This design comes from an exercise in tuning for small area, a short achievable clock period and few clock cycles per item on the open sky130 flow, not from production work.
Where RTL was checked, it was by simulation tests only, not by an equivalence proof against the original.
No functional check of the RTL was part of runs 1 to 4.
No activity file was given, so power comes from the tool's default toggle rates.

$ cat flow/run.sh
#!/bin/bash
# synth_recipe.tcl (not shown) runs the flow's synth.tcl, then flattens the netlist and writes it again
# the make line also repeats each setting of config.mk as NAME=value (left out here)
make -C /OpenROAD-flow-scripts/flow DESIGN_CONFIG=/design/flow/config.mk WORK_HOME=/design/flow/orfs CLKGATE_MAP_FILE= SYNTH_SCRIPT=/design/flow/synth_recipe.tcl finish
$ cat flow/config.mk
export PLATFORM = sky130hd
export DESIGN_NAME = dcacheTop
export DESIGN_NICKNAME = dcacheTop
export VERILOG_FILES = /design/flow/design.v
export SDC_FILE = /design/flow/constraint.sdc
export NUM_CORES = 4
export LEC_CHECK = 0
export ABC_CLOCK_PERIOD_IN_PS = 2500
export CAP_MARGIN = 20
export CORE_MARGIN = 2
export CORE_UTILIZATION = 40
export SETUP_SLACK_MARGIN = 4.5
export SLEW_MARGIN = 20
export TNS_END_PERCENT = 5
$ cat flow/constraint.sdc
create_clock -name core_clock -period 7.5 [get_ports {CLK}]
set_input_delay 1.5000 -clock core_clock [delete_from_list [all_inputs] [get_ports {CLK}]]
set_output_delay 1.5000 -clock core_clock [all_outputs]
set_load 0.01 [all_outputs]
$ cat flow/design.v
`default_nettype none
package cacheCfgPkg;
	localparam int TagWidth = 26;
	localparam int IndexWidth = 3;
	localparam int NumSets = 8;  
	localparam int WordsPerBlock = 2;
	localparam int NumWays = 2;
	typedef logic [TagWidth-1:0] tagT;
	typedef logic [IndexWidth-1:0] indexT;
	typedef enum logic [2:0] {
		Idle,
		WriteBack0,  
		WriteBack1,
		Fill0,  
		Fill1
	} ctrlStateT;
endpackage
`default_nettype wire
`default_nettype none
package cpuTypesPkg;
	typedef logic [31:0] wordT;
	typedef struct packed {
		logic [25:0] tag;  
		logic [2:0] index;  
		logic wordSel;  
		logic [1:0] byteOff;  
	} dAddrFieldsT;
	typedef union packed {
		wordT flat;
		dAddrFieldsT fields;
	} dAddrT;
endpackage
`default_nettype wire
`timescale 1ns/1ps
`default_nettype none
module dcacheTop (
	input logic CLK,
	input logic nRST,
	input logic dmemREN,
	input logic dmemWEN,
	input logic [31:0] dmemAddr,
	input logic [31:0] dmemStore,
	output logic [31:0] dmemLoad,
	output logic dhit,
	output logic dREN,
	output logic dWEN,
	output logic [31:0] dAddr,
	output logic [31:0] dStore,
	input logic [31:0] dLoad,
	input logic dwait
);
	logic [7:0] valid0, valid1, dirty0, dirty1, lru;
	logic [25:0] tag0 [8];
	logic [25:0] tag1 [8];
	logic [31:0] data0 [8][2];
	logic [31:0] data1 [8][2];
	logic hitResp;  
	logic hitWay;  
	logic fillResp;  
	logic wb0, wb1, f0, f1;  
	logic drenR, dwenR, dhitR;
	logic [29:0] addrR;  
	logic [31:0] loadR;  
	logic [31:0] storeR;  
	logic [25:0] reqTag;
	logic [2:0] idx;
	logic ws, req;
	assign reqTag = dmemAddr[31:6];
	assign idx = dmemAddr[5:3];
	assign ws = dmemAddr[2];
	assign req = dmemREN | dmemWEN;
	logic idle;
	assign idle = ~(hitResp | fillResp | wb0 | wb1 | f0 | f1);
	logic [7:0] match0, match1;
	always_comb begin
		for (int s = 0; s < 8; s++) begin
			match0[s] = valid0[s] && (tag0[s] == reqTag);
			match1[s] = valid1[s] && (tag1[s] == reqTag);
		end
	end
	logic hit0, hit1, hit, v, vdirty;
	assign hit0 = match0[idx];
	assign hit1 = match1[idx];
	assign hit = hit0 | hit1;
	assign v = lru[idx];
	assign vdirty = v ? dirty1[idx] : dirty0[idx];  
	logic look, lookHit, lookMiss;
	assign look = idle & req;
	assign lookHit = look & hit;
	assign lookMiss = look & ~hit;
	logic [31:0] s00, s01, s10, s11;
	assign s00 = data0[idx][0];
	assign s01 = data0[idx][1];
	assign s10 = data1[idx][0];
	assign s11 = data1[idx][1];
	logic [31:0] rd0, rd1, vw0, vw1;
	assign rd0 = ws ? s01 : s00;
	assign rd1 = ws ? s11 : s10;
	assign vw0 = v ? s10 : s00;
	assign vw1 = v ? s11 : s01;
	logic [25:0] vtag;
	assign vtag = v ? tag1[idx] : tag0[idx];
	assign dhit = dhitR;
	assign dWEN = dwenR;
	assign dREN = drenR;
	assign dAddr = {addrR, 2'b00};
	assign dStore = storeR;
	assign dmemLoad = loadR;
	logic fillTake, fillDone;
	assign fillTake = ~dwait & (f0 | f1);
	assign fillDone = ~dwait & f1;
	logic nWb0, nWb1, nF0, nF1;
	assign nWb0 = (lookMiss & vdirty) | (wb0 & dwait);
	assign nWb1 = (wb0 & ~dwait) | (wb1 & dwait);
	assign nF0 = (lookMiss & ~vdirty) | (wb1 & ~dwait) | (f0 & dwait);
	assign nF1 = (f0 & ~dwait) | (f1 & dwait);
	logic wbTag;
	assign wbTag = idle ? vdirty : (wb0 | (wb1 & dwait));
	always_ff @(posedge CLK) begin
		addrR <= {(wbTag ? vtag : reqTag), idx, nWb1 | nF1};
		storeR <= nWb1 ? vw1 : vw0;
		if (f1 & ws) loadR <= dLoad;
		else loadR <= (f1 ? v : hit1) ? rd1 : rd0;
		hitWay <= hit1;
	end
	logic [31:0] fillData;
	assign fillData = (dmemWEN && ws == f1) ? dmemStore : dLoad;
	logic storeHit;
	assign storeHit = hitResp & dmemWEN;
	always_ff @(posedge CLK) begin
		if (storeHit & ~hitWay) data0[idx][ws] <= dmemStore;
		else if (fillTake & ~v) data0[idx][f1] <= fillData;
		if (storeHit & hitWay) data1[idx][ws] <= dmemStore;
		else if (fillTake & v) data1[idx][f1] <= fillData;
		if (fillDone & ~v) tag0[idx] <= reqTag;
		if (fillDone & v) tag1[idx] <= reqTag;
	end
	always_ff @(posedge CLK or negedge nRST) begin
		if (!nRST) begin
			hitResp <= 1'b0;
			fillResp <= 1'b0;
			wb0 <= 1'b0;
			wb1 <= 1'b0;
			f0 <= 1'b0;
			f1 <= 1'b0;
			drenR <= 1'b0;
			dwenR <= 1'b0;
			dhitR <= 1'b0;
			valid0 <= '0;
			valid1 <= '0;
			dirty0 <= '0;
			dirty1 <= '0;
			lru <= '0;
		end else begin
			hitResp <= lookHit;
			fillResp <= fillDone;
			dhitR <= lookHit | fillDone;
			wb0 <= nWb0;
			wb1 <= nWb1;
			f0 <= nF0;
			f1 <= nF1;
			dwenR <= nWb0 | nWb1;
			drenR <= nF0 | nF1;
			if (hitResp) begin
				lru[idx] <= ~hitWay;
				if (dmemWEN) begin
					if (hitWay) dirty1[idx] <= 1'b1;
					else dirty0[idx] <= 1'b1;
				end
			end
			if (fillDone) begin
				lru[idx] <= ~v;
				if (v) begin
					valid1[idx] <= 1'b1;
					dirty1[idx] <= dmemWEN;
				end else begin
					valid0[idx] <= 1'b1;
					dirty0[idx] <= dmemWEN;
				end
			end
		end
	end
endmodule
`default_nettype wire
==> results of run 1 <==
==> power by group <==
part	switching, W	leakage (nW)	internal (W)	total (W)
combinational	0.00347	10.6	0.00194	0.00541
clock	0.00369	2.63	0.00457	0.00826
sequential	0.000357	14.4	0.0104	0.0108
==> per-stage QoR <==
step / setup WS (ns) / cells / hold WS, ns / power (W) / utilization (%)
6_report: 4.10 / 7320 / 0.471 / 0.0245 / 50.1
2_1_floorplan: 3.45 / 4531 / 0.420 / 0.0129 / -
3_3_place_gp: 1.45 / 6729 / 0.449 / 0.0151 / 43.1
3_5_place_dp: 1.40 / 6730 / 0.456 / 0.0151 / 43.1
4_1_cts: 4.23 / 7247 / 0.469 / 0.0240 / 49.0
5_1_grt: 4.14 / 7320 / 0.491 / 0.0250 / 50.1
==> kinds of logic after synthesis <==
logic type      Yosys count  synth area share [%]
buf+inv                 352                  2.33
mux                     285                  5.05
fa+ha+maj                 4                0.0747
flops                  1584                  69.2
simple gates            913                  7.57
xor+xnor                418                  5.46
compound gates          973                  10.3
other cells               1               0.00559
==> routing by layer <==
layer	up-vias	part of all wire [%]	GRT usage [%]
li1	19000	-	-
met1	24400	37	40.7
met2	3832	44	45.1
met3	674	14	8.28
met4	10	5.7	15.0
met5	-	0.021	0
==> timing repair <==
action / in CTS / in global routing
endpoints found under the hold margin: 0 / 0
resized for setup: 481 / 210
endpoints found under the setup margin: 2698 / 2490
pin swaps: 103 / 75
buffers inserted: 160 / 46
cloned: 50 / 25
==> critical path: stages <==
cell     delay, ns
buf_16        0.14
mux4_2        0.58
buf_4         0.19
mux2i_4       0.28
buf_12        0.22
buf_8         0.22
nand2_1       0.12
buf_8         0.25
nor2_1        0.18
a21oi_2       0.08
a31oi_2       0.31
==> sequential cells by signal, indices dropped and copies added, names as in the netlist, 30 cells and up <==
register	flops
storeR	32
data0	512
loadR	32
data1	512
tag1	208
addrR	30
tag0	208
==> cell usage in the layout, fill, tap and decap left out, types with 45 or more instances in the layout <==
master / instances
dfrtp_1: 46
buf_4: 181
mux2i_1: 101
xor2_1: 265
edfxtp_1: 1440
nor2_4: 64
nor2_1: 167
o21ai_0: 91
buf_6: 47
mux2_2: 132
a21oi_1: 82
xnor2_1: 123
nand4_1: 126
a221oi_1: 57
a22oi_1: 394
buf_12: 103
nor4_1: 93
dfxtp_1: 82
nand3_1: 65
clkbuf_16: 190
clkdlybuf4s50_1: 132
a31oi_1: 45
nand2_1: 126
==> final cells by class <==
| cell class | count | area share, % |
|---|---|---|
| antenna | 1 | 0.00299 |
| clock buffer | 209 | 5.27 |
| clock inverter | 98 | 1.22 |
| inverter | 11 | 0.0703 |
| multi-input combinational | 2624 | 25.6 |
| sequential | 1584 | 55.5 |
| tap | 2204 | 3.30 |
| timing repair buffer | 589 | 9.09 |
==> final timing paths <==
kind / slack, ns / depth (start not counted) / startpoint / to
max in group asynchronous: 6.07 / 2 / nRST / drenR
hold / removal: 0.47 / 1 / valid1[4] / valid1[4]
hold reg to reg: 0.47 / 1 / valid1[4] / valid1[4]
setup / recovery: 4.10 / 11 / dmemAddr[3] / loadR[15]
min in group asynchronous: 0.87 / 2 / nRST / dirty0[6]
setup reg to reg: 4.58 / 9 / tag1[1][18] / loadR[0]
==> impl_metrics.toml, run 1 <==
[cts]
cts_root_buf = "clkbuf_16"
cts_hold_buf = 0
cts_tree = "built"
cts_htree_levels = 4
cts_max_path_buffers = 3
numCtsBuffers = 165
clk_pin_slew_ns = 0.06
clk_latency_ns = 0.83
clock-sinks = 1584

[timing]
rsz0062_at_grt = "yes"
fin_crit_sh_pct = 45.3
relSlewSlack_pct = 38.7
layout_min_cycle_time_ns = 3.40
final-setup-viol-count = 0
tightest_slew_ns = 0.909
slew_viol_final = 0
setup_tns_ns = 0
fin_skew_ns = 0.0576
timing.fmax_ghz = 0.294
hold_violations = 0

[global_routing]
grt_max_degree = 76
grt_pass1_wl_mm = 359
grt_pass1_vias = 44100
grt_overflow = 0
track_usage_pct = 30.3
antenna_found_initial = 11

[route]
drtPass1Iterations = 9
via_per_inst = 6.55
drtAntennaViolNets = 0
totalWireLength_mm = 272
vias = 47900
drt_iter0_drc = 7892
routedWlPerCell_um = 37.1
drc_errors = 0

[die]
die_h_um = 413
core_area_um2 = 167000
rows = 150
io-pin-count = 200
die_w_um = 413
dieArea_um2 = 171000
initial_core_util_pct = 40.2

[run]
cap_violations = 0

[place]
place_area_um2 = 71900
dp_hpwl_mm = 153
gp_congestion = 0.971
numPortBuffers = 195

[yosys]
yosys-top-cells-area = "edfxtp_1 (65%), a22oi_1 (4.4%), xor2_1 (3.7%)"
syn_area_um2 = 67000
yosysMostFrequentCell = "edfxtp_1"
synth-main-ff-cell = "edfxtp_1"
synth_top_area_share_pct = 64.5
synth_cell_types = 85
syn_avg_cell_area_um2 = 14.8
ys_warn_count = 1
synth_edf_count = 1440
synth_commonest_cells = "edfxtp_1 (1,440), a22oi_1 (395), xor2_1 (284)"
synth_largest_area_cell = "edfxtp_1"
synth_seq_cells = 1584
async_reset_ff_share_pct = 3.09
syn-instance-count = 4530
ys_seq_area_share_pct = 69.2

[hold_path]
worstHoldPathType = "reg -> reg"

[finish]
layout.nets = 5080
regArea_um2 = 46400
multi_input_area_um2 = 21400
layout-drive-gt1-share_pct = 23.1
final_area_um2 = 83700
fillers = 13800
area_growth_pct = 24.8

[worst_setup_path]
end_kind = "flop"
arrival_ns = 4.13
worstPathRequired_ns = 8.23
critical_path_class = "in -> reg"
crit_fanout = 35
worst_setup_path_start_kind = "primary input"

[outcome]
outcome = "complete, no violations"

[pwr]
power_leakage_nw = 27.6
vdd_drop_max_mv = 0.268
p_per_area_nw_per_um2 = 292
==> inputs of run 2 (changes only) <==
--- a/flow/design.v
+++ b/flow/design.v
@@ -93,11 +93,6 @@
 	assign s01 = data0[idx][1];
 	assign s10 = data1[idx][0];
 	assign s11 = data1[idx][1];
-	logic [31:0] rd0, rd1, vw0, vw1;
-	assign rd0 = ws ? s01 : s00;
-	assign rd1 = ws ? s11 : s10;
-	assign vw0 = v ? s10 : s00;
-	assign vw1 = v ? s11 : s01;
 	logic [25:0] vtag;
 	assign vtag = v ? tag1[idx] : tag0[idx];
 	assign dhit = dhitR;
@@ -114,13 +109,25 @@
 	assign nWb1 = (wb0 & ~dwait) | (wb1 & dwait);
 	assign nF0 = (lookMiss & ~vdirty) | (wb1 & ~dwait) | (f0 & dwait);
 	assign nF1 = (f0 & ~dwait) | (f1 & dwait);
+	logic loadWay;
+	assign loadWay = f1 ? v : hit1;
 	logic wbTag;
 	assign wbTag = idle ? vdirty : (wb0 | (wb1 & dwait));
 	always_ff @(posedge CLK) begin
 		addrR <= {(wbTag ? vtag : reqTag), idx, nWb1 | nF1};
-		storeR <= nWb1 ? vw1 : vw0;
+		case ({v, nWb1})
+			2'b00: storeR <= s00;
+			2'b01: storeR <= s01;
+			2'b10: storeR <= s10;
+			default: storeR <= s11;
+		endcase
 		if (f1 & ws) loadR <= dLoad;
-		else loadR <= (f1 ? v : hit1) ? rd1 : rd0;
+		else case ({loadWay, ws})
+			2'b00: loadR <= s00;
+			2'b01: loadR <= s01;
+			2'b10: loadR <= s10;
+			default: loadR <= s11;
+		endcase
 		hitWay <= hit1;
 	end
 	logic [31:0] fillData;
==> impl_metrics.toml, run 2 <==
[route]
drt_iter0_drc = 7766
vias = 45100
drtPass1Iterations = 7
via_per_inst = 6.34
routedWlPerCell_um = 35.5
drtAntennaViolNets = 0
drc_errors = 0
totalWireLength_mm = 252

[timing]
slew_viol_final = 0
fin_crit_sh_pct = 50.4
layout_min_cycle_time_ns = 3.78
hold_violations = 0
tightest_slew_ns = 1.04
timing.fmax_ghz = 0.264
final-setup-viol-count = 0
relSlewSlack_pct = 30.5
rsz0062_at_grt = "yes"
fin_skew_ns = 0.0609
setup_tns_ns = 0

[cts]
cts_tree = "built"
cts_max_path_buffers = 3
clock-sinks = 1584
cts_root_buf = "clkbuf_16"
cts_hold_buf = 0
numCtsBuffers = 167
cts_htree_levels = 4
clk_latency_ns = 0.82
clk_pin_slew_ns = 0.06

[yosys]
yosysMostFrequentCell = "edfxtp_1"
yosys-top-cells-area = "edfxtp_1 (66%), dfxtp_1 (2.9%), xnor2_1 (2.9%)"
synth-main-ff-cell = "edfxtp_1"
synth_xor_area_share_pct = 5.62
synthSimpleGateAreaFrac_pct = 5.36
synth_top_family_by_area = "compound AO/OA/AOI/OAI gates"
ys_seq_area_share_pct = 71.1
async_reset_ff_share_pct = 3.09
ys_warn_count = 1
syn_avg_cell_area_um2 = 15.2
synth.area.mux_share_pct = 5.52
synth_compound_area_share_pct = 10.2
syn-instance-count = 4277
synth_edf_count = 1440
synth_top_area_share_pct = 66.3
synth_cell_types = 72
syn_area_um2 = 65200
synth_seq_cells = 1584
synth_commonest_cells = "edfxtp_1 (1,440), a22oi_1 (234), nand2_1 (226)"
synth_fa_ha_area_share_pct = 0.0768
synth_largest_area_cell = "edfxtp_1"

[pwr]
totalPowerFinal_w = 0.0243
vdd_drop_max_mv = 0.288
power_leakage_nw = 27.1
p_per_area_nw_per_um2 = 297

[hold_path]
worstHoldPathType = "reg -> reg"

[die]
rows = 148
initial_core_util_pct = 40.2
core_area_um2 = 162000
io-pin-count = 200
die_w_um = 408
dieArea_um2 = 166000
die_h_um = 408

[worst_setup_path]
worstPathCellList = "buf_12, buf_12, buf_12, xor2_2, nor4_4, nand4_1, nor4_2, o22ai_2, buf_6, o31ai_4, buf_4, buf_6, nand2_8, buf_12, o31ai_4, a31o_2"
worstPathRequired_ns = 8.25
end_kind = "flop"
critical_path_class = "in -> reg"
crit_fanout = 9
critical_path.max_stage_delay_ns = 0.36
crit_path_frequent_cell = "buf_12"
crit_buf_inv = 7
worst_setup_path_start_kind = "primary input"
worst_path_max_delay_cell = "nor4_4"
crit_family = "buffers and inverters"
arrival_ns = 4.53

[finish]
final_common_cell = "edfxtp_1"
fillers = 13400
reg_top3 = "data0: 512 flops, data1: 512 flops"
final_cell_mix = "edfxtp_1 (1,440), a22oi_1 (234), buf_4 (227)"
area_growth_pct = 25.5
layout-drive-gt1-share_pct = 22.7
layout.nets = 4898

[place]
gp_congestion = 0.938
numPortBuffers = 195
dp_hpwl_mm = 137

[global_routing]
antenna_found_initial = 12
grt_pass1_wl_mm = 334
track_usage_pct = 28.6
grt_max_degree = 78
grt_pass1_vias = 41700
grt_overflow = 0

[outcome]
outcome = "complete, no violations"

[run]
cap_violations = 0
[run 2: final cells by class]
type / instances / area [um2] / area share (%)
antenna: 9 / 22.5 / 0.0275
timing repair buffer: 613 / 7650 / 9.36
clock inverter: 91 / 1070 / 1.31
multi-input combinational: 2414 / 19300 / 23.6
sequential: 1584 / 46400 / 56.7
clock buffer: 218 / 4530 / 5.54
tap: 2175 / 2720 / 3.33
inverter: 13 / 85.1 / 0.104
[run 2: worst register-to-register path, cell delays in order, from the launching register on]
cell and delay (ns):
edfxtp_1 0.44, xor2_1 0.22, nor4_4 0.36, nand4_1 0.20, o41ai_2 0.33, o22ai_2 0.22, buf_6 0.19, o31ai_4 0.27
buf_4 0.19, buf_6 0.11, nand2_8 0.12, buf_12 0.21, o31ai_4 0.22, a31o_2 0.18
[run 2: worst paths after layout]
kind                              start   endpoint  slack [ns]  cells past startpoint
max                        dmemAddr[13]  loadR[10]        3.72                     16
min                           valid0[1]  valid0[1]        0.50                      1
max reg2reg                  tag1[1][3]  loadR[10]        4.19                     13
min reg2reg                   valid0[1]  valid0[1]        0.50                      1
max in group asynchronous          nRST  valid0[2]        6.12                      2
min in group asynchronous          nRST  valid1[7]        0.85                      2
[run 2: metal layers]
| layer | part of all wire (%) | routed length, um | GRT usage [%] | vias to the layer above |
|---|---|---|---|---|
| met5 | 0.015 | 39 | 0 | - |
| met2 | 45 | 113000 | 43.5 | 3483 |
| met4 | 5.3 | 13300 | 13.4 | 6 |
| met3 | 12 | 31500 | 6.45 | 682 |
| met1 | 37 | 94600 | 38.9 | 23000 |
| li1 | - | - | - | 17900 |
[run 2: kinds of logic (layout without fill, tap and decap cells)]
family | count (synthesis) | in the layout
xor gates and xnor gates | 418 | 418
AOI/OAI and AO/OA | 931 | 932
DFF | 1584 | 1584
adders and majority gates | 4 | 4
and+or+nand+nor | 741 | 761
muxes | 296 | 297
buffers and inverters | 302 | 935
other | 1 | 11
[run 2: repair_timing]
item | in CTS | in global routing
setup buffers | 153 | 73
endpoints found under the setup margin | 2699 | 2695
gates cloned | 52 | 21
resized for setup | 389 | 153
pin swaps | 115 | 51
[run 2: report_power, final]
group          internal [W]  switching [W]
clock network       0.00483        0.00364
logic               0.00201        0.00311
registers            0.0104       0.000288
[run 2: stage by stage]
step / cells / hold slack, ns / area (um2) / worst slack (ns) / util [%]
floorplan: 4278 / 0.420 / 65600 / 3.47 / -
global placement: 6499 / 0.437 / 70200 / 1.63 / 43.2
detailed placement: 6500 / 0.449 / 70200 / 1.57 / 43.3
CTS: 7014 / 0.477 / 79900 / 3.90 / 49.2
global route: 7108 / 0.506 / 81800 / 3.74 / 50.4
finish: 7117 / 0.500 / 81800 / 3.72 / 50.4
==> inputs of run 3 (changes only) <==
--- a/flow/design.v
+++ b/flow/design.v
@@ -79,6 +79,7 @@
 		end
 	end
 	logic hit0, hit1, hit, v, vdirty;
+	logic vR;  
 	assign hit0 = match0[idx];
 	assign hit1 = match1[idx];
 	assign hit = hit0 | hit1;
@@ -109,8 +110,11 @@
 	assign nWb1 = (wb0 & ~dwait) | (wb1 & dwait);
 	assign nF0 = (lookMiss & ~vdirty) | (wb1 & ~dwait) | (f0 & dwait);
 	assign nF1 = (f0 & ~dwait) | (f1 & dwait);
-	logic loadWay;
-	assign loadWay = f1 ? v : hit1;
+	logic fillPhase;
+	assign fillPhase = f0 | f1;
+	logic [31:0] rd0, rd1;
+	assign rd0 = ws ? s01 : s00;
+	assign rd1 = ws ? s11 : s10;
 	logic wbTag;
 	assign wbTag = idle ? vdirty : (wb0 | (wb1 & dwait));
 	always_ff @(posedge CLK) begin
@@ -121,14 +125,9 @@
 			2'b10: storeR <= s10;
 			default: storeR <= s11;
 		endcase
-		if (f1 & ws) loadR <= dLoad;
-		else case ({loadWay, ws})
-			2'b00: loadR <= s00;
-			2'b01: loadR <= s01;
-			2'b10: loadR <= s10;
-			default: loadR <= s11;
-		endcase
+		if (~(f1 & ~ws)) loadR <= hit1 ? (fillPhase ? dLoad : rd1) : (fillPhase ? dLoad : rd0);
 		hitWay <= hit1;
+		if (idle) vR <= v;
 	end
 	logic [31:0] fillData;
 	assign fillData = (dmemWEN && ws == f1) ? dmemStore : dLoad;
@@ -136,11 +135,11 @@
 	assign storeHit = hitResp & dmemWEN;
 	always_ff @(posedge CLK) begin
 		if (storeHit & ~hitWay) data0[idx][ws] <= dmemStore;
-		else if (fillTake & ~v) data0[idx][f1] <= fillData;
+		else if (fillTake & ~vR) data0[idx][f1] <= fillData;
 		if (storeHit & hitWay) data1[idx][ws] <= dmemStore;
-		else if (fillTake & v) data1[idx][f1] <= fillData;
-		if (fillDone & ~v) tag0[idx] <= reqTag;
-		if (fillDone & v) tag1[idx] <= reqTag;
+		else if (fillTake & vR) data1[idx][f1] <= fillData;
+		if (fillDone & ~vR) tag0[idx] <= reqTag;
+		if (fillDone & vR) tag1[idx] <= reqTag;
 	end
 	always_ff @(posedge CLK or negedge nRST) begin
 		if (!nRST) begin
@@ -176,8 +175,8 @@
 				end
 			end
 			if (fillDone) begin
-				lru[idx] <= ~v;
-				if (v) begin
+				lru[idx] <= ~vR;
+				if (vR) begin
 					valid1[idx] <= 1'b1;
 					dirty1[idx] <= dmemWEN;
 				end else begin
--- a/flow/config.mk
+++ b/flow/config.mk
@@ -8,7 +8,9 @@
 export ABC_CLOCK_PERIOD_IN_PS = 2500
 export CAP_MARGIN = 20
 export CORE_MARGIN = 2
-export CORE_UTILIZATION = 40
+export CORE_UTILIZATION = 55
+export CTS_CLUSTER_DIAMETER = 70
+export CTS_CLUSTER_SIZE = 25
 export SETUP_SLACK_MARGIN = 4.5
 export SLEW_MARGIN = 20
 export TNS_END_PERCENT = 5
==> impl_metrics.toml, run 3 <==
[pwr]
switching_share_pct = 30.3
vdd_drop_max_mv = 0.244
power_leakage_nw = 25.7
pwr-share-clk_pct = 27.8
p_switching_w = 0.00648
p_comb_share_pct = 21.9
power_frac_seq_pct = 50.2
internal-power_w = 0.0149
p_per_area_nw_per_um2 = 274
totalPowerFinal_w = 0.0214

[place]
dp_hpwl_mm = 140
numPortBuffers = 195
place_area_um2 = 69600
gp_congestion = 0.938

[timing]
fin_crit_sh_pct = 46.7
layout_min_cycle_time_ns = 3.50
fin_skew_ns = 0.0265
setup_tns_ns = 0
rsz0062_at_grt = "yes"
hold_violations = 0
tightest_slew_ns = 1.16
relSlewSlack_pct = 22.5
timing.fmax_ghz = 0.285
final-setup-viol-count = 0
slew_viol_final = 0

[route]
totalWireLength_mm = 243
drt_iter0_drc = 7115
routedWlPerCell_um = 38.9
drc_errors = 0
drtAntennaViolNets = 0
drtPass1Iterations = 8
via_per_inst = 7.02
vias = 43900

[worst_setup_path]
worstPathCellList = "buf_6, buf_12, buf_4, xnor2_1, nand4_1, nor3_2, a21oi_2, nor4_4, buf_6, nand2_8, inv_16, buf_12, buf_16, o21a_1, o41ai_2"
worstPathRequired_ns = 7.95
critical_path.max_stage_delay_ns = 0.26
r2r_cells = 12
arrival_ns = 3.96
worst_setup_path_start_kind = "primary input"
r2r-start = "tag1[0][16]"
end_kind = "flop"
reg2reg_slack_ns = 4.45
crit_fanout = 7
critical_path_class = "in -> reg"
r2r_end = "loadR[6]"
worst_path_max_delay_cell = "xnor2_1"

[yosys]
ys_warn_count = 1
synth-main-ff-cell = "edfxtp_1"
synth_top_area_share_pct = 68.0
synth_cell_types = 70
syn_avg_cell_area_um2 = 15.3
yosysMostFrequentCell = "edfxtp_1"
yosys-top-cells-area = "edfxtp_1 (68%), a22oi_1 (5.0%), xnor2_1 (2.8%)"
syn-instance-count = 4252
synth_seq_cells = 1585
async_reset_ff_share_pct = 3.09
syn_area_um2 = 65100
synth_commonest_cells = "edfxtp_1 (1,473), a22oi_1 (435), nand2_1 (260)"
ys_seq_area_share_pct = 71.8
synth_edf_count = 1473
synth_largest_area_cell = "edfxtp_1"

[outcome]
outcome = "complete, no violations"

[finish]
reg_top3 = "data0: 512 flops, data1: 512 flops"
layout.nets = 4750
final_common_cell = "edfxtp_1"
final_core_util_pct = 66.3
fillers = 8272
final_cell_mix = "edfxtp_1 (1,473), a22oi_1 (434), nand2_1 (240)"
regArea_um2 = 46700
layout-drive-gt1-share_pct = 21.4
final_area_um2 = 78100
area_growth_pct = 20.0
multi_input_area_um2 = 19100

[cts]
clk_latency_ns = 0.73
cts_hold_buf = 0
cts_tree = "built"
cts_max_path_buffers = 3
clk_pin_slew_ns = 0.10
cts_htree_levels = 3
numCtsBuffers = 96
cts_root_buf = "clkbuf_16"
clock-sinks = 1585

[die]
io-pin-count = 200
die_h_um = 348
dieArea_um2 = 121000
initial_core_util_pct = 55.3
die_w_um = 348
core_area_um2 = 118000
rows = 126

[hold_path]
min_from = "valid0[2]"
min_to = "valid0[2]"
hold_path_depth = 1
worstHoldPathType = "reg -> reg"

[global_routing]
grt_max_degree = 95
track_usage_pct = 39.3
grt_overflow = 0
antenna_found_initial = 8
grt_pass1_vias = 41200
grt_pass1_wl_mm = 328

[run]
cap_violations = 0
==> run 3: kinds of logic after synthesis <==
family / share of synthesized area [%]
AO/OA/AOI/OAI: 10.8
AND/OR/NAND/NOR: 5.90
XOR/XNOR: 5.63
buffers and inverters: 1.97
multiplexers: 3.82
adder cells (fa/ha/maj): 0.0769
flip-flops: 71.8
other: 0.00576
==> run 3: metal layers <==
metal / part of all wire (%) / GRT usage [%]
met1: 38 / 55.3
met2: 45 / 59.5
met3: 13 / 8.65
met4: 5.1 / 17.0
met5: 0.028 / 0
==> run 3: worst max-delay path by stage <==
stage,startpoint,endpoint,cells past startpoint
floorplan,dmemAddr[4],addrR[10],11
global placement,dmemAddr[29],loadR[30],12
detailed placement,dmemAddr[20],loadR[15],13
CTS,dmemAddr[4],addrR[17],12
global route,dmemAddr[18],loadR[6],15
finish,dmemAddr[9],loadR[6],15
==> run 3: power by group through the flow <==
stage / Combinational, W / Clock [W] / Sequential (W)
after detailed placement: 0.00385 / 0 / 0.0109
after global placement: 0.00383 / 0 / 0.0109
after CTS: 0.00450 / 0.00599 / 0.0108
after global routing: 0.00483 / 0.00627 / 0.0108
final: 0.00470 / 0.00597 / 0.0108
after floorplan: 0.00187 / 0 / 0.0110
==> run 3: area by class of cell <==
cell class,count,area share (%)
Sequential cell,1585,59.8
Multi-Input combinational cell,2376,24.4
Timing Repair Buffer,571,8.90
Clock buffer,111,3.23
Tap cell,1536,2.46
Clock inverter,65,1.02
Inverter,14,0.143
Timing Repair inverter,1,0.0112
Antenna cell,2,0.00641
==> run 3: critical path, delay by kind of cell <==
family                 cells  cell delay, ns
AO/OA/AOI/OAI              3            0.37
XOR/XNOR                   1            0.26
AND/OR/NAND/NOR            4            0.79
buffers and inverters      7            1.00
==> run 3: repair_timing <==
item | 4_1_cts | 5_1_grt
pin swaps | 95 | 31
setup endpoints to repair | 2690 | 2328
buffers inserted | 150 | 23
gates cloned | 36 | 9
gates resized for setup | 521 | 96
==> run 3: stage by stage <==
step	worst slack, ns	hold slack (ns)	instances
2_1_floorplan	3.74	0.429	4253
5_1_grt	3.97	0.491	6259
4_1_cts	4.08	0.479	6227
3_3_place_gp	1.44	0.445	5863
3_5_place_dp	1.40	0.459	5865
6_report	4.00	0.480	6261
==> inputs of run 4 (changes only) <==
--- a/flow/design.v
+++ b/flow/design.v
@@ -55,10 +55,12 @@
 	logic [31:0] data0 [8][2];
 	logic [31:0] data1 [8][2];
 	logic hitResp;  
-	logic hitWay;  
 	logic fillResp;  
 	logic wb0, wb1, f0, f1;  
 	logic drenR, dwenR, dhitR;
+	logic hitWay;  
+	logic vR;  
+	logic [7:0] setR;  
 	logic [29:0] addrR;  
 	logic [31:0] loadR;  
 	logic [31:0] storeR;  
@@ -78,13 +80,14 @@
 			match1[s] = valid1[s] && (tag1[s] == reqTag);
 		end
 	end
+	logic [7:0] vdSet;
+	assign vdSet = (lru & dirty1) | (~lru & dirty0);  
 	logic hit0, hit1, hit, v, vdirty;
-	logic vR;  
 	assign hit0 = match0[idx];
 	assign hit1 = match1[idx];
 	assign hit = hit0 | hit1;
 	assign v = lru[idx];
-	assign vdirty = v ? dirty1[idx] : dirty0[idx];  
+	assign vdirty = vdSet[idx];
 	logic look, lookHit, lookMiss;
 	assign look = idle & req;
 	assign lookHit = look & hit;
@@ -110,11 +113,12 @@
 	assign nWb1 = (wb0 & ~dwait) | (wb1 & dwait);
 	assign nF0 = (lookMiss & ~vdirty) | (wb1 & ~dwait) | (f0 & dwait);
 	assign nF1 = (f0 & ~dwait) | (f1 & dwait);
+	logic [31:0] rd0, rd1, fillWord;
+	assign rd0 = ws ? s01 : s00;
+	assign rd1 = ws ? s11 : s10;
+	assign fillWord = (f1 & ~ws) ? (vR ? s10 : s00) : dLoad;
 	logic fillPhase;
 	assign fillPhase = f0 | f1;
-	logic [31:0] rd0, rd1;
-	assign rd0 = ws ? s01 : s00;
-	assign rd1 = ws ? s11 : s10;
 	logic wbTag;
 	assign wbTag = idle ? vdirty : (wb0 | (wb1 & dwait));
 	always_ff @(posedge CLK) begin
@@ -125,21 +129,34 @@
 			2'b10: storeR <= s10;
 			default: storeR <= s11;
 		endcase
-		if (~(f1 & ~ws)) loadR <= hit1 ? (fillPhase ? dLoad : rd1) : (fillPhase ? dLoad : rd0);
-		hitWay <= hit1;
-		if (idle) vR <= v;
-	end
-	logic [31:0] fillData;
-	assign fillData = (dmemWEN && ws == f1) ? dmemStore : dLoad;
+		loadR[15:0] <= hit1 ? (fillPhase ? fillWord[15:0] : rd1[15:0]) : (fillPhase ? fillWord[15:0] : rd0[15:0]);
+		loadR[31:16] <= hit0 ? (fillPhase ? fillWord[31:16] : rd0[31:16]) : (fillPhase ? fillWord[31:16] : rd1[31:16]);
+		if (idle) begin
+			hitWay <= hit1;
+			vR <= v;
+			setR <= 8'b1 << idx;
+		end
+	end
 	logic storeHit;
 	assign storeHit = hitResp & dmemWEN;
+	logic [31:0] writeData;
+	assign writeData = (hitResp | (dmemWEN & (ws == f1))) ? dmemStore : dLoad;
+	logic [1:0] we0, we1;
+	always_comb begin
+		for (int k = 0; k < 2; k++) begin
+			we0[k] = (storeHit & ~hitWay & (ws == k)) | (fillTake & ~vR & (f1 == k));
+			we1[k] = (storeHit & hitWay & (ws == k)) | (fillTake & vR & (f1 == k));
+		end
+	end
 	always_ff @(posedge CLK) begin
-		if (storeHit & ~hitWay) data0[idx][ws] <= dmemStore;
-		else if (fillTake & ~vR) data0[idx][f1] <= fillData;
-		if (storeHit & hitWay) data1[idx][ws] <= dmemStore;
-		else if (fillTake & vR) data1[idx][f1] <= fillData;
-		if (fillDone & ~vR) tag0[idx] <= reqTag;
-		if (fillDone & vR) tag1[idx] <= reqTag;
+		for (int s = 0; s < 8; s++) begin
+			for (int k = 0; k < 2; k++) begin
+				if (setR[s] & we0[k]) data0[s][k] <= writeData;
+				if (setR[s] & we1[k]) data1[s][k] <= writeData;
+			end
+			if (setR[s] & fillDone & ~vR) tag0[s] <= addrR[29:4];
+			if (setR[s] & fillDone & vR) tag1[s] <= addrR[29:4];
+		end
 	end
 	always_ff @(posedge CLK or negedge nRST) begin
 		if (!nRST) begin
@@ -167,23 +184,25 @@
 			f1 <= nF1;
 			dwenR <= nWb0 | nWb1;
 			drenR <= nF0 | nF1;
-			if (hitResp) begin
-				lru[idx] <= ~hitWay;
-				if (dmemWEN) begin
-					if (hitWay) dirty1[idx] <= 1'b1;
-					else dirty0[idx] <= 1'b1;
+			for (int s = 0; s < 8; s++) begin
+				if (setR[s] & hitResp) begin
+					lru[s] <= ~hitWay;
+					if (dmemWEN) begin
+						if (hitWay) dirty1[s] <= 1'b1;
+						else dirty0[s] <= 1'b1;
+					end
+				end
+				if (setR[s] & fillDone) begin
+					lru[s] <= ~vR;
+					if (vR) begin
+						valid1[s] <= 1'b1;
+						dirty1[s] <= dmemWEN;
+					end else begin
+						valid0[s] <= 1'b1;
+						dirty0[s] <= dmemWEN;
+					end
 				end
 			end
-			if (fillDone) begin
-				lru[idx] <= ~vR;
-				if (vR) begin
-					valid1[idx] <= 1'b1;
-					dirty1[idx] <= dmemWEN;
-				end else begin
-					valid0[idx] <= 1'b1;
-					dirty0[idx] <= dmemWEN;
-				end
-			end
 		end
 	end
 endmodule
==> flow/flow/run.sh (new file) <==
#!/bin/bash
# The standard layout, with every port buffered by a plain buffer
# (sky130_fd_sc_hd__buf_2) instead of the default delay-buffer cell.
set -euo pipefail
export BUFFER_PORTS_ARGS="-buffer_cell sky130_fd_sc_hd__buf_2"
bash standard.sh > standard.log 2>&1
==> flow/standard.sh (new file) <==
#!/bin/bash
# synth_recipe.tcl (not shown) runs the flow's synth.tcl, then flattens the netlist and writes it again
# the make line also repeats each setting of config.mk as NAME=value (left out here)
make -C /OpenROAD-flow-scripts/flow DESIGN_CONFIG=/design/flow/config.mk WORK_HOME=/design/flow/orfs CLKGATE_MAP_FILE= SYNTH_SCRIPT=/design/flow/synth_recipe.tcl "${@:-finish}"
removed: flow/run.sh
==> impl_metrics.toml, run 4 <==
[die]
rows = 128
initial_core_util_pct = 55.4
dieArea_um2 = 125000
io-pin-count = 200
die_h_um = 354
die_w_um = 354
core_area_um2 = 122000

[route]
dr_wl_met2_mm = 123
drc_errors = 0
via_per_inst = 7.16
drt_iter0_drc = 7999
vias = 45600
routedWlPerCell_um = 43.6
maxUsedRoutingLayer = "met5"
drtPass1Iterations = 7
met3WireLength_mm = 35.0
totalWireLength_mm = 278
drtAntennaViolNets = 0
m1WireLength_mm = 95.1

[yosys]
syn_avg_cell_area_um2 = 15.4
ys_warn_count = 5
syn-instance-count = 4375
async_reset_ff_share_pct = 3.08
synth_top_area_share_pct = 64.6
ys_seq_area_share_pct = 69.2
synth_commonest_cells = "edfxtp_1 (1,450), xnor2_1 (320), nor2_1 (188)"
synth_edf_count = 1450
synth_cell_types = 86
synth-main-ff-cell = "edfxtp_1"
synth_largest_area_cell = "edfxtp_1"
syn_area_um2 = 67400
synth_seq_cells = 1593
yosysMostFrequentCell = "edfxtp_1"
yosys-top-cells-area = "edfxtp_1 (65%), xnor2_1 (4.2%), mux4_2 (2.8%)"

[timing]
slew_viol_final = 0
relSlewSlack_pct = 32.3
fin_skew_ns = 0.0526
layout_min_cycle_time_ns = 3.48
tightest_slew_ns = 1.01
timing.fmax_ghz = 0.287
rsz0062_at_grt = "yes"
fin_crit_sh_pct = 46.4
hold_violations = 0
final-setup-viol-count = 0
setup_tns_ns = 0

[finish]
final_cell_mix = "edfxtp_1 (1,450), xnor2_1 (216), nand2_1 (176), nor2_1 (176), mux2i_1 (168)"
final_common_cell = "edfxtp_1"
area_growth_pct = 18.4
layout-drive-gt1-share_pct = 26.7
final_core_util_pct = 65.6
fillers = 8684
layout.nets = 4758
reg_top3 = "data0: 512 flops, data1: 512 flops"

[worst_setup_path]
worst_path_max_delay_cell = "or4_4"
worstPathRequired_ns = 8.01
end_kind = "flop"
critical_path_class = "in -> reg"
arrival_ns = 3.99
crit_path_frequent_cell = "nand4_1"
worstPathCellList = "buf_12, xnor2_2, nand4_1, nor4_2, a21oi_2, or4_4, nand4_1, o211ai_1"
worst_setup_path_start_kind = "primary input"
critical_path.max_stage_delay_ns = 0.68
crit_fanout = 7

[hold_path]
worstHoldPathType = "reg -> reg"

[place]
dp_hpwl_mm = 149
numPortBuffers = 195
gp_congestion = 0.998

[pwr]
power_leakage_nw = 27.0
internal-power_w = 0.0166
p_per_area_nw_per_um2 = 315
pwr-share-clk_pct = 25.5
p_switching_w = 0.00854
switching_share_pct = 33.9
p_comb_share_pct = 23.8
vdd_drop_max_mv = 0.236
power_frac_seq_pct = 50.7

[cts]
numCtsBuffers = 101
cts_root_buf = "clkbuf_16"
clk_latency_ns = 0.77
clk_pin_slew_ns = 0.09
cts_tree = "built"
cts_htree_levels = 3
cts_max_path_buffers = 3
clock-sinks = 1593

[global_routing]
track_usage_pct = 44.1
grt_pass1_vias = 43000
antenna_found_initial = 16
grt_pass1_wl_mm = 371
grt_overflow = 0
grt_max_degree = 58

[run]
cap_violations = 0

[outcome]
outcome = "complete, no violations"
==> run 4: final timing paths <==
check	slack (ns)	startpoint	cells after the start	endpoint
setup / recovery	4.02	dmemAddr[22]	8	loadR[9]
hold / removal	0.48	valid1[2]	1	valid1[2]
setup reg to reg	4.40	tag1[1][3]	7	loadR[9]
hold reg to reg	0.48	valid1[2]	1	valid1[2]
max in group asynchronous	5.96	nRST	2	valid0[6]
min in group asynchronous	0.87	nRST	2	valid1[6]
==> run 4: area by class of cell <==
class                           instances  area, um2  share of cell area (%)
Sequential cell                      1593      46700                    58.5
Clock buffer                          113       2620                    3.29
Inverter                               31        213                   0.267
Timing Repair inverter                  3       45.0                  0.0564
Tap cell                             1625       2030                    2.55
Antenna cell                            5       12.5                  0.0157
Clock inverter                         77       1020                    1.28
Timing Repair Buffer                  476       5420                    6.79
Multi-Input combinational cell       2450      21700                    27.2
==> run 4: repair_timing <==
action	in CTS	in global routing
pin swaps	99	22
cloned	59	0
hold buffers	0	0
resized for setup	566	72
setup buffers	106	28
endpoints found under the setup margin	2205	1282
==> run 4: layer usage <==
metal,GRT usage [%],vias up
li1,-,17800
met1,55.9,23200
met2,66.5,3720
met3,11.5,901
met4,31.2,12
met5,0,-
==> run 4: kinds of logic after synthesis <==
kind of cell,share of synthesized area [%]
buffers and inverters,2.58
AO/OA/AOI/OAI,8.93
multiplexers,7.94
adder cells (fa/ha/maj),0.0186
flip-flops,69.2
other,0.00556
AND/OR/NAND/NOR,5.91
XOR/XNOR,5.41
==> run 4: worst max-delay path, delay by kind of cell <==
family	cells	cell delay [ns]
AND/OR/NAND/NOR	4	1.67
AO/OA/AOI/OAI	2	0.48
buffers and inverters	1	0.14
XOR/XNOR	1	0.16
==> run 4: power by group through the flow <==
stage               Sequential, W  Clock, W  Combinational (W)
floorplan                  0.0123         0            0.00282
global placement           0.0128         0            0.00486
detailed placement         0.0128         0            0.00489
CTS                        0.0127   0.00638            0.00571
global route               0.0128   0.00669            0.00608
finish                     0.0128   0.00641            0.00600
==> run 4: per-stage QoR <==
stage          setup WS, ns  hold slack [ns]  instance area (um2)  power, W  std cells
5_1_grt                4.08            0.489                79800    0.0256       6370
4_1_cts                4.14            0.478                79200    0.0248       6340
3_5_place_dp           2.20            0.454                70300    0.0177       5985
3_3_place_gp           1.70            0.452                70300    0.0176       5984
2_1_floorplan          4.16            0.434                68200    0.0151       4376
6_report               4.02            0.479                79800    0.0252       6373
==> inputs of run 5 (changes only) <==
--- a/flow/design.v
+++ b/flow/design.v
@@ -129,8 +129,7 @@
 			2'b10: storeR <= s10;
 			default: storeR <= s11;
 		endcase
-		loadR[15:0] <= hit1 ? (fillPhase ? fillWord[15:0] : rd1[15:0]) : (fillPhase ? fillWord[15:0] : rd0[15:0]);
-		loadR[31:16] <= hit0 ? (fillPhase ? fillWord[31:16] : rd0[31:16]) : (fillPhase ? fillWord[31:16] : rd1[31:16]);
+		loadR <= hit1 ? (fillPhase ? fillWord : rd1) : (fillPhase ? fillWord : rd0);
 		if (idle) begin
 			hitWay <= hit1;
 			vR <= v;
@@ -154,8 +153,8 @@
 				if (setR[s] & we0[k]) data0[s][k] <= writeData;
 				if (setR[s] & we1[k]) data1[s][k] <= writeData;
 			end
-			if (setR[s] & fillDone & ~vR) tag0[s] <= addrR[29:4];
-			if (setR[s] & fillDone & vR) tag1[s] <= addrR[29:4];
+			if (setR[s] & fillDone & ~vR) tag0[s] <= reqTag;
+			if (setR[s] & fillDone & vR) tag1[s] <= reqTag;
 		end
 	end
 	always_ff @(posedge CLK or negedge nRST) begin
==> impl_metrics.toml, run 5 <==
[outcome]
outcome = "complete, no violations"

[die]
die_w_um = 354
initial_core_util_pct = 55.5
die_h_um = 354
core_area_um2 = 122000
io-pin-count = 200
dieArea_um2 = 126000
rows = 128

[timing]
fin_crit_sh_pct = 43.5
slew_viol_final = 0
fin_skew_ns = 0.0507
rsz0062_at_grt = "yes"
relSlewSlack_pct = 36.4
timing.fmax_ghz = 0.307
fin_ws_ns = 4.24
setup_tns_ns = 0
tightest_slew_ns = 0.955
layout_min_cycle_time_ns = 3.26
hold_violations = 0
final-setup-viol-count = 0

[cts]
numCtsBuffers = 104
cts_max_path_buffers = 3
cts_htree_levels = 3
cts_root_buf = "clkbuf_16"
clk_latency_ns = 0.80
cts_tree = "built"
cts_hold_buf = 0
clock-sinks = 1593
clk_pin_slew_ns = 0.09

[pwr]
p_per_area_nw_per_um2 = 299
power_leakage_nw = 26.9
vdd_drop_max_mv = 0.248

[global_routing]
grt_pass1_vias = 42300
grt_pass1_wl_mm = 351
track_usage_pct = 41.0
antenna_found_initial = 24
grt_overflow = 0
grt_max_degree = 65

[worst_setup_path]
worstPathRequired_ns = 8.03
end_kind = "flop"
crit_fanout = 6
critical_path_class = "in -> reg"
worstPathCellList = "buf_16, xnor2_4, nand4_1, nor4_4, a41oi_4, a211o_4, buf_16, nand4_1, o211ai_1"
worst_path_max_delay_cell = "a211o_4"
crit_family = "compound AO/OA/AOI/OAI gates"
arrival_ns = 3.79
r2r_cells = 5
critical_path.max_stage_delay_ns = 0.42
crit_buf_inv = 2
cp.depth = 9
worst_setup_path_start_kind = "primary input"

[route]
drc_errors = 0
via_per_inst = 7.06
routedWlPerCell_um = 41.1
drtPass1Iterations = 5
vias = 45300
drtAntennaViolNets = 0
totalWireLength_mm = 264
drt_iter0_drc = 7603

[hold_path]
hold_path_depth = 1
worstHoldPathType = "reg -> reg"

[yosys]
synth-main-ff-cell = "edfxtp_1"
ys_seq_area_share_pct = 69.1
ys_warn_count = 5
syn_avg_cell_area_um2 = 15.3
yosys-top-cells-area = "edfxtp_1 (65%), xor2_1 (2.9%), dfxtp_1 (2.8%)"
synth_cell_types = 86
syn-instance-count = 4413
async_reset_ff_share_pct = 3.08
synth_top_area_share_pct = 64.5
synth_commonest_cells = "edfxtp_1 (1,450), xor2_1 (220), nor2_1 (208)"
synth_edf_count = 1450
synth_largest_area_cell = "edfxtp_1"
synth_seq_cells = 1593
yosysMostFrequentCell = "edfxtp_1"
syn_area_um2 = 67500

[run]
cap_violations = 0

[place]
dp_hpwl_mm = 135
gp_congestion = 1.05
numPortBuffers = 195
place_ws_ns = 2.22

[finish]
reg_top3 = "data0: 512 flops, data1: 512 flops"
final_common_cell = "edfxtp_1"
area_growth_pct = 16.8
layout.nets = 4789
layout-drive-gt1-share_pct = 23.4
final_cell_mix = "edfxtp_1 (1,450), xor2_1 (217), nor2_1 (205)"
run 5: kinds of logic after synthesis:
kind of cell | Yosys count | synth area share, %
flip-flops | 1593 | 69.1
buffers and inverters | 359 | 3.04
XOR/XNOR | 416 | 5.40
AND/OR/NAND/NOR | 840 | 6.18
AO/OA/AOI/OAI | 851 | 9.35
adder cells (fa/ha/maj) | 1 | 0.0185
multiplexers | 352 | 6.90
other | 1 | 0.00556
run 5: through the flow:
stage / cells / cell area, um2 / hold WS [ns] / power, W / utilization (%)
2_1_floorplan: 4414 / 67900 / 0.439 / 0.0143 / -
3_3_place_gp: 6029 / 70100 / 0.453 / 0.0164 / 57.6
3_5_place_dp: 6030 / 70100 / 0.453 / 0.0165 / 57.6
4_1_cts: 6370 / 78100 / 0.474 / 0.0233 / 64.1
5_1_grt: 6409 / 78800 / 0.486 / 0.0240 / 64.8
6_report: 6414 / 78800 / 0.474 / 0.0236 / 64.8
run 5: layout make-up:
class | count | area, um2
sequential | 1593 | 46600
clock inverter | 85 | 1140
tap | 1625 | 2030
clock buffer | 113 | 2670
timing repair buffer | 488 | 5750
multi-input combinational | 2469 | 20400
fill | 8864 | 42900
inverter | 31 | 198
antenna | 10 | 25.0
run 5: path summary, 6_finish.rpt:
path                       slack, ns         from           end
setup / recovery                4.24  dmemAddr[9]     loadR[13]
hold / removal                  0.47    valid1[1]     valid1[1]
setup reg to reg                4.27           vR  data1[9][13]
hold reg to reg                 0.47    valid1[1]     valid1[1]
max in group asynchronous       5.92         nRST     valid1[5]
min in group asynchronous       0.89         nRST     valid0[7]
run 5: layer usage:
layer,part of all wire [%],vias to the layer above,routed length (um),GRT usage (%)
met3,12,803,31900,10.0
met4,7.3,20,19200,24.4
met2,45,3581,119000,62.5
li1,-,17900,-,-
met1,36,23100,93600,53.9
met5,0.048,-,127,0
run 5: timing repair:
item,CTS,global route
pin swaps,75,31
resized for setup,397,64
endpoints found under the setup margin,1844,1144
buffers inserted,94,28
cloned,48,6
run 5: report_power, final:
| part | internal [W] | total (W) | leakage (nW) | switching, W |
|---|---|---|---|---|
| combinational | 0.00174 | 0.00538 | 10.6 | 0.00365 |
| clock | 0.00297 | 0.00654 | 1.84 | 0.00358 |
| sequential | 0.0111 | 0.0116 | 14.4 | 0.000516 |
| total | 0.0158 | 0.0236 | 26.9 | 0.00774 |
Testbench counts of run 5, summed over its fixed seeds: cycles 124,981, items 24,000.
==> inputs of run 6 (changes only) <==
==> flow/run.sh (new file) <==
#!/bin/bash
# synth_recipe.tcl (not shown) runs the flow's synth.tcl, then flattens the netlist and writes it again
# the make line also repeats each setting of config.mk as NAME=value (left out here)
make -C /OpenROAD-flow-scripts/flow DESIGN_CONFIG=/design/flow/config.mk WORK_HOME=/design/flow/orfs CLKGATE_MAP_FILE= SYNTH_SCRIPT=/design/flow/synth_recipe.tcl finish
--- a/flow/config.mk
+++ b/flow/config.mk
@@ -11,6 +11,6 @@
 export CORE_UTILIZATION = 55
 export CTS_CLUSTER_DIAMETER = 70
 export CTS_CLUSTER_SIZE = 25
-export SETUP_SLACK_MARGIN = 4.5
+export SETUP_SLACK_MARGIN = 5.0
 export SLEW_MARGIN = 20
 export TNS_END_PERCENT = 5
removed: flow/flow/run.sh
removed: flow/standard.sh
==> impl_metrics.toml, run 6 <==
[yosys]
yosysMostFrequentCell = "edfxtp_1"
yosys-top-cells-area = "edfxtp_1 (65%), xor2_1 (2.9%), dfxtp_1 (2.8%)"
async_reset_ff_share_pct = 3.08
syn_avg_cell_area_um2 = 15.3
synth_commonest_cells = "edfxtp_1 (1,450), xor2_1 (220), nor2_1 (208)"
syn-instance-count = 4413
ys_seq_area_share_pct = 69.1
synth_cell_types = 86
synth-main-ff-cell = "edfxtp_1"
synth_edf_count = 1450
synth_top_area_share_pct = 64.5
synth_seq_cells = 1593
ys_warn_count = 5
synth_largest_area_cell = "edfxtp_1"
syn_area_um2 = 67500

[timing]
tightest_slew_ns = 0.981
fin_crit_sh_pct = 42.5
setup_tns_ns = 0
final-setup-viol-count = 0
slew_viol_final = 0
fin_skew_ns = 0.0446
layout_min_cycle_time_ns = 3.18
hold_violations = 0
relSlewSlack_pct = 34.6
timing.fmax_ghz = 0.314
rsz0062_at_grt = "yes"

[route]
drc_errors = 0
drt_iter0_drc = 8309
routedWlPerCell_um = 43.0
via_per_inst = 7.19
vias = 47700
totalWireLength_mm = 285
drtAntennaViolNets = 0
drtPass1Iterations = 7

[pwr]
p_switching_w = 0.00825
power_frac_seq_pct = 47.5
vdd_drop_max_mv = 0.255
pwr-share-clk_pct = 26.5
internal-power_w = 0.0165
power_leakage_nw = 29.0
p_per_area_nw_per_um2 = 294
p_comb_share_pct = 25.9
switching_share_pct = 33.4
totalPowerFinal_w = 0.0247

[cts]
cts_root_buf = "clkbuf_16"
clock-sinks = 1593
clk_pin_slew_ns = 0.10
cts_hold_buf = 0
cts_tree = "built"
cts_htree_levels = 3
cts_max_path_buffers = 3
clk_latency_ns = 0.79
numCtsBuffers = 104

[place]
numPortBuffers = 195
gp_congestion = 0.956
dp_hpwl_mm = 137

[die]
die_h_um = 354
io-pin-count = 200
initial_core_util_pct = 55.5
die_w_um = 354
rows = 128
core_area_um2 = 122000
dieArea_um2 = 126000

[worst_setup_path]
worst_setup_path_start_kind = "primary input"
critical_path.max_stage_delay_ns = 0.53
worstPathRequired_ns = 8.23
arrival_ns = 3.92
crit_family = "simple AND/OR/NAND/NOR gates"
critical_path_class = "in -> reg"
crit_fanout = 20
crit_buf_inv = 2
worst_path_max_delay_cell = "a211o_4"
worstPathCellList = "buf_12, xnor2_4, nand4_1, nor3_4, nand4_1, a211o_4, buf_12, a221o_1, nand3_2"
end_kind = "flop"

[finish]
reg_top3 = "data0: 512 flops, data1: 512 flops"
final_cell_mix = "edfxtp_1 (1,450), xor2_1 (214), nor2_1 (202)"
final_common_cell = "edfxtp_1"
layout.nets = 5001
layout-drive-gt1-share_pct = 26.7
area_growth_pct = 24.7
final_core_util_pct = 69.2
fillers = 8194

[global_routing]
grt_max_degree = 65
track_usage_pct = 44.7
antenna_found_initial = 30
grt_pass1_wl_mm = 379
grt_pass1_vias = 44300
grt_overflow = 0

[outcome]
outcome = "complete, no violations"

[run]
cap_violations = 0

[hold_path]
worstHoldPathType = "reg -> reg"
run 6: final timing paths:
path | from | slack, ns | end | depth (start not counted)
worst min register to register | valid0[7] | 0.48 | valid0[7] | 1
worst max-delay path | dmemAddr[7] | 4.32 | loadR[8] | 9
max in group asynchronous | nRST | 5.90 | valid1[5] | 2
worst min-delay path | valid0[7] | 0.48 | valid0[7] | 1
min in group asynchronous | nRST | 0.91 | valid0[7] | 2
worst max register to register | tag1[4][1] | 4.72 | loadR[8] | 8
run 6: repair_timing:
action / CTS / global route
buffers inserted: 255 / 30
gates resized for setup: 919 / 156
setup endpoints to repair: 2709 / 2429
pin swaps: 150 / 65
hold endpoints to repair: 0 / 0
cloned: 98 / 7
run 6: metal layers:
metal / routed length, um / GRT usage, % / up-vias
met5: 128 / 0 / -
met4: 25400 / 31.3 / 16
met3: 39400 / 12.7 / 1049
met2: 124000 / 66.1 / 4196
met1: 96200 / 57.3 / 24100
li1: - / - / 18300
run 6: kinds of logic after synthesis:
logic type      synth area share [%]
xor+xnor                        5.40
buf+inv                         3.04
simple gates                    6.18
mux                             6.90
compound gates                  9.35
flops                           69.1
fa+ha+maj                     0.0185
other cells                  0.00556
run 6: worst reg2reg max path: stages (launching register included):
cell      delay [ns]
edfxtp_1        0.51
xnor2_4         0.20
nand4_1         0.21
nor3_4          0.32
nand4_1         0.27
a211o_4         0.53
buf_12          0.22
a221o_1         0.36
nand3_2         0.12
run 6: cell type report:
type                       count  area, um2  share of cell area, %
sequential                  1593      46700                   55.5
multi-input combinational   2478      21500                   25.5
timing repair buffer         684       9800                   11.6
clock buffer                 112       2710                   3.21
tap                         1625       2030                   2.42
clock inverter                86       1090                   1.29
inverter                      31        264                  0.314
timing repair inverter         7       68.8                 0.0817
antenna                       17       42.5                 0.0505
run 6: through the flow:
step | worst slack (ns) | cell area [um2] | hold slack (ns) | std cells
global placement | 1.86 | 70800 | 0.451 | 6028
global route | 4.35 | 84200 | 0.496 | 6623
detailed placement | 1.84 | 70800 | 0.456 | 6028
CTS | 4.38 | 83200 | 0.478 | 6579
finish | 4.32 | 84200 | 0.480 | 6633
floorplan | 4.22 | 67900 | 0.439 | 4414
run 6: power groups by stage:
| stage | registers, W | logic, W | clock network (W) |
|---|---|---|---|
| final | 0.0118 | 0.00641 | 0.00656 |
| after global routing | 0.0118 | 0.00649 | 0.00684 |
| after CTS | 0.0117 | 0.00598 | 0.00653 |
| after detailed placement | 0.0118 | 0.00490 | 0 |
| after global placement | 0.0118 | 0.00486 | 0 |
| after floorplan | 0.0117 | 0.00260 | 0 |
==> inputs of run 7 (changes only) <==
--- a/flow/config.mk
+++ b/flow/config.mk
@@ -11,6 +11,6 @@
 export CORE_UTILIZATION = 55
 export CTS_CLUSTER_DIAMETER = 70
 export CTS_CLUSTER_SIZE = 25
-export SETUP_SLACK_MARGIN = 5.0
+export SETUP_SLACK_MARGIN = 4.5
 export SLEW_MARGIN = 20
 export TNS_END_PERCENT = 5
==> impl_metrics.toml, run 7 <==
[outcome]
outcome = "complete, no violations"

[global_routing]
grt_max_degree = 65
grt_pass1_wl_mm = 359
track_usage_pct = 42.0
antenna_found_initial = 28
grt_overflow = 0
grt_pass1_vias = 43100

[route]
totalWireLength_mm = 266
via_per_inst = 7.07
drt_iter0_drc = 7451
drc_errors = 0
routedWlPerCell_um = 41.3
vias = 45500
drtPass1Iterations = 8
drtAntennaViolNets = 0

[place]
placed_cells = 6028
gp_congestion = 0.956
dp_hpwl_mm = 137
numPortBuffers = 195

[die]
initial_core_util_pct = 55.5
die_w_um = 354
die_h_um = 354
dieArea_um2 = 126000
core_area_um2 = 122000
io-pin-count = 200
rows = 128

[hold_path]
min_to = "valid0[7]"
hold_path_depth = 1
worstHoldPathType = "reg -> reg"
min_from = "valid0[7]"

[worst_setup_path]
worst_setup_path_start_kind = "flop"
reg2reg_slack_ns = 4.71
r2r_cells = 5
r2r-start = "f1"
crit_fanout = 1
worst_path_max_delay_cell = "dfxtp_1"
end_kind = "output pin"
worstPathRequired_ns = 6.00
r2r_end = "addrR[7]"
crit_family = "flip-flops"
arrival_ns = 1.75
crit_buf_inv = 1
worstPathCellList = "dlygate4sd2_1"
critical_path.max_stage_delay_ns = 0.55
critical_path_class = "reg -> out"

[finish]
reg_top3 = "data0: 512 flops, data1: 512 flops"
final_common_cell = "edfxtp_1"
final_cell_mix = "edfxtp_1 (1,450), xor2_1 (216), nor2_1 (204)"
multi_input_area_um2 = 20500
layout.nets = 4816
final_cells = 6440
area_growth_pct = 18.6
layout-drive-gt1-share_pct = 20.8
regArea_um2 = 46700
fillers = 8673
final_core_util_pct = 65.8

[pwr]
p_switching_w = 0.00782
power_frac_seq_pct = 49.0
internal-power_w = 0.0161
vdd_drop_max_mv = 0.248
switching_share_pct = 32.7
p_comb_share_pct = 23.7
p_per_area_nw_per_um2 = 299
pwr-share-clk_pct = 27.3
power_leakage_nw = 27.2

[cts]
numCtsBuffers = 104
cts_htree_levels = 3
cts_tree = "built"
clk_pin_slew_ns = 0.10
cts_root_buf = "clkbuf_16"
cts_hold_buf = 0
clock-sinks = 1593
clk_latency_ns = 0.79
cts_max_path_buffers = 3

[timing]
setup_tns_ns = 0
hold_violations = 0
layout_min_cycle_time_ns = 3.25
tightest_slew_ns = 1.04
fin_crit_sh_pct = 43.4
rsz0062_at_grt = "yes"
timing.fmax_ghz = 0.307
relSlewSlack_pct = 30.6
fin_skew_ns = 0.0364
slew_viol_final = 0
final-setup-viol-count = 0

[yosys]
synth_top_area_share_pct = 64.5
syn_area_um2 = 67500
synth_xor_area_share_pct = 5.40
synth_largest_area_cell = "edfxtp_1"
syn-instance-count = 4413
async_reset_ff_share_pct = 3.08
syn_avg_cell_area_um2 = 15.3
synth_top_family_by_area = "compound AO/OA/AOI/OAI gates"
synth_fa_ha_area_share_pct = 0.0185
synth_edf_count = 1450
ys_seq_area_share_pct = 69.1
ys_warn_count = 5
synth_seq_cells = 1593
synth_commonest_cells = "edfxtp_1 (1,450), xor2_1 (220), nor2_1 (208)"
synthSimpleGateAreaFrac_pct = 6.18
yosysMostFrequentCell = "edfxtp_1"
synth-main-ff-cell = "edfxtp_1"
synth_cell_types = 86
synth.area.mux_share_pct = 6.90
synth_compound_area_share_pct = 9.35
yosys-top-cells-area = "edfxtp_1 (65%), xor2_1 (2.9%), dfxtp_1 (2.8%)"

[run]
cap_violations = 0
-- run 7: cell types whose count changed in the layout (fill, tap and decap cells not counted), moves of 37 or more --
cell	change
buf_12	-54
buf_16	-46
buf_4	-37
buf_6	-43
clkdlybuf4s50_1	+68
dlygate4sd2_1	-70
-- run 7: repair_timing --
item                                    4_1_cts  5_1_grt
buffers inserted                            143        5
cloned                                       55        2
pin swaps                                    79       21
endpoints found under the setup margin     2692     1710
gates resized for setup                     540       67
-- run 7: worst max-delay path by stage --
| stage | start | to | depth (start not counted) | slack (ns) |
|---|---|---|---|---|
| floorplan | dmemAddr[5] | storeR[20] | 7 | 4.22 |
| global placement | dmemAddr[13] | loadR[31] | 11 | 1.86 |
| detailed placement | dmemAddr[13] | loadR[31] | 11 | 1.84 |
| finish | loadR[19] | dmemLoad[19] | 1 | 4.25 |
| global route | loadR[6] | dmemLoad[6] | 1 | 4.23 |
| CTS | loadR[9] | dmemLoad[9] | 1 | 4.20 |
-- run 7: stage by stage --
step | total power [W] | area, um2 | hold WS (ns) | setup WS [ns]
after CTS | 0.0237 | 79600 | 0.478 | 4.20
after global routing | 0.0244 | 80000 | 0.496 | 4.23
final | 0.0239 | 80000 | 0.480 | 4.25
after detailed placement | 0.0167 | 70800 | 0.456 | 1.84
after global placement | 0.0167 | 70800 | 0.451 | 1.86
after floorplan | 0.0143 | 67900 | 0.439 | 4.22
-- run 7: cell type report --
type                            count  area share [%]
Clock buffer                      112            3.38
Antenna cell                        9          0.0281
Timing Repair Buffer              508            8.46
Multi-Input combinational cell   2474            25.6
Timing Repair inverter              2          0.0219
Tap cell                         1625            2.54
Clock inverter                     86            1.36
Sequential cell                  1593            58.3
Inverter                           31           0.291
-- run 7: power groups by stage --
stage	combinational [W]	clock (W)	sequential, W
after floorplan	0.00260	0	0.0117
after global placement	0.00486	0	0.0118
after detailed placement	0.00490	0	0.0118
after CTS	0.00549	0.00653	0.0117
after global routing	0.00579	0.00684	0.0118
final	0.00566	0.00652	0.0117
-- run 7: cells by family after synthesis --
family                     after synthesis
xor gates and xnor gates               416
AOI/OAI and AO/OA                      851
buffers and inverters                  359
other                                    1
adders and majority gates                1
muxes                                  352
DFF                                   1593
and+or+nand+nor                        840
-- run 7: routing by layer --
layer / GRT usage, % / vias to the layer above / part of all wire, %
met4: 26.4 / 28 / 7.8
met2: 63.5 / 3605 / 45
met5: 0 / - / 0.066
li1: - / 17900 / -
met1: 55.0 / 23200 / 35
met3: 10.4 / 828 / 13

## re-timing with driven ports
The results above use ideal ports. As a check the final layouts listed here were re-extracted and re-timed, cells and wires unchanged.
Step 1 assumes that a clkbuf_16 drives the clock port and a buf_2 every other input.
Step 2 also shifts input and output timing later by t, the mid clock arrival at the registers, as if the neighbouring blocks saw the same clock.
Slacks: ideal / step 1 / step 2; pairs: ideal / step 1.
| run | t, ns | slack for setup (ns) | worst hold slack (ns) | latest minus earliest clock arrival (ns) | cell pins on the clock port's net |
|---|---|---|---|---|---|
| run 1 | 0.901 | 4.103 / 3.905 / 3.004 | 0.471 / 0.471 / 0.471 | 0.074 / 0.074 | 1 |
| run 2 | 0.869 | 3.718 / 3.574 / 2.704 | 0.500 / 0.500 / 0.500 | 0.065 / 0.065 | 1 |
| run 3 | 0.800 | 3.996 / 3.851 / 3.051 | 0.480 / 0.480 / 0.480 | 0.031 / 0.032 | 1 |
| run 4 | 0.828 | 4.021 / 4.026 / 3.198 | 0.479 / 0.479 / 0.479 | 0.053 / 0.053 | 1 |
| run 5 | 0.861 | 4.238 / 3.941 / 3.080 | 0.474 / 0.474 / 0.474 | 0.052 / 0.053 | 1 |
| run 6 | 0.863 | 4.315 / 4.049 / 3.186 | 0.480 / 0.480 / 0.480 | 0.044 / 0.045 | 1 |
| run 7 | 0.857 | 4.248 / 4.000 / 3.144 | 0.480 / 0.480 / 0.480 | 0.037 / 0.037 | 1 |
After both steps every run listed still meets setup and hold. For run 5, which loses most, drivers alone change the setup slack by -0.297 ns; drivers and shift together by -1.158 ns.
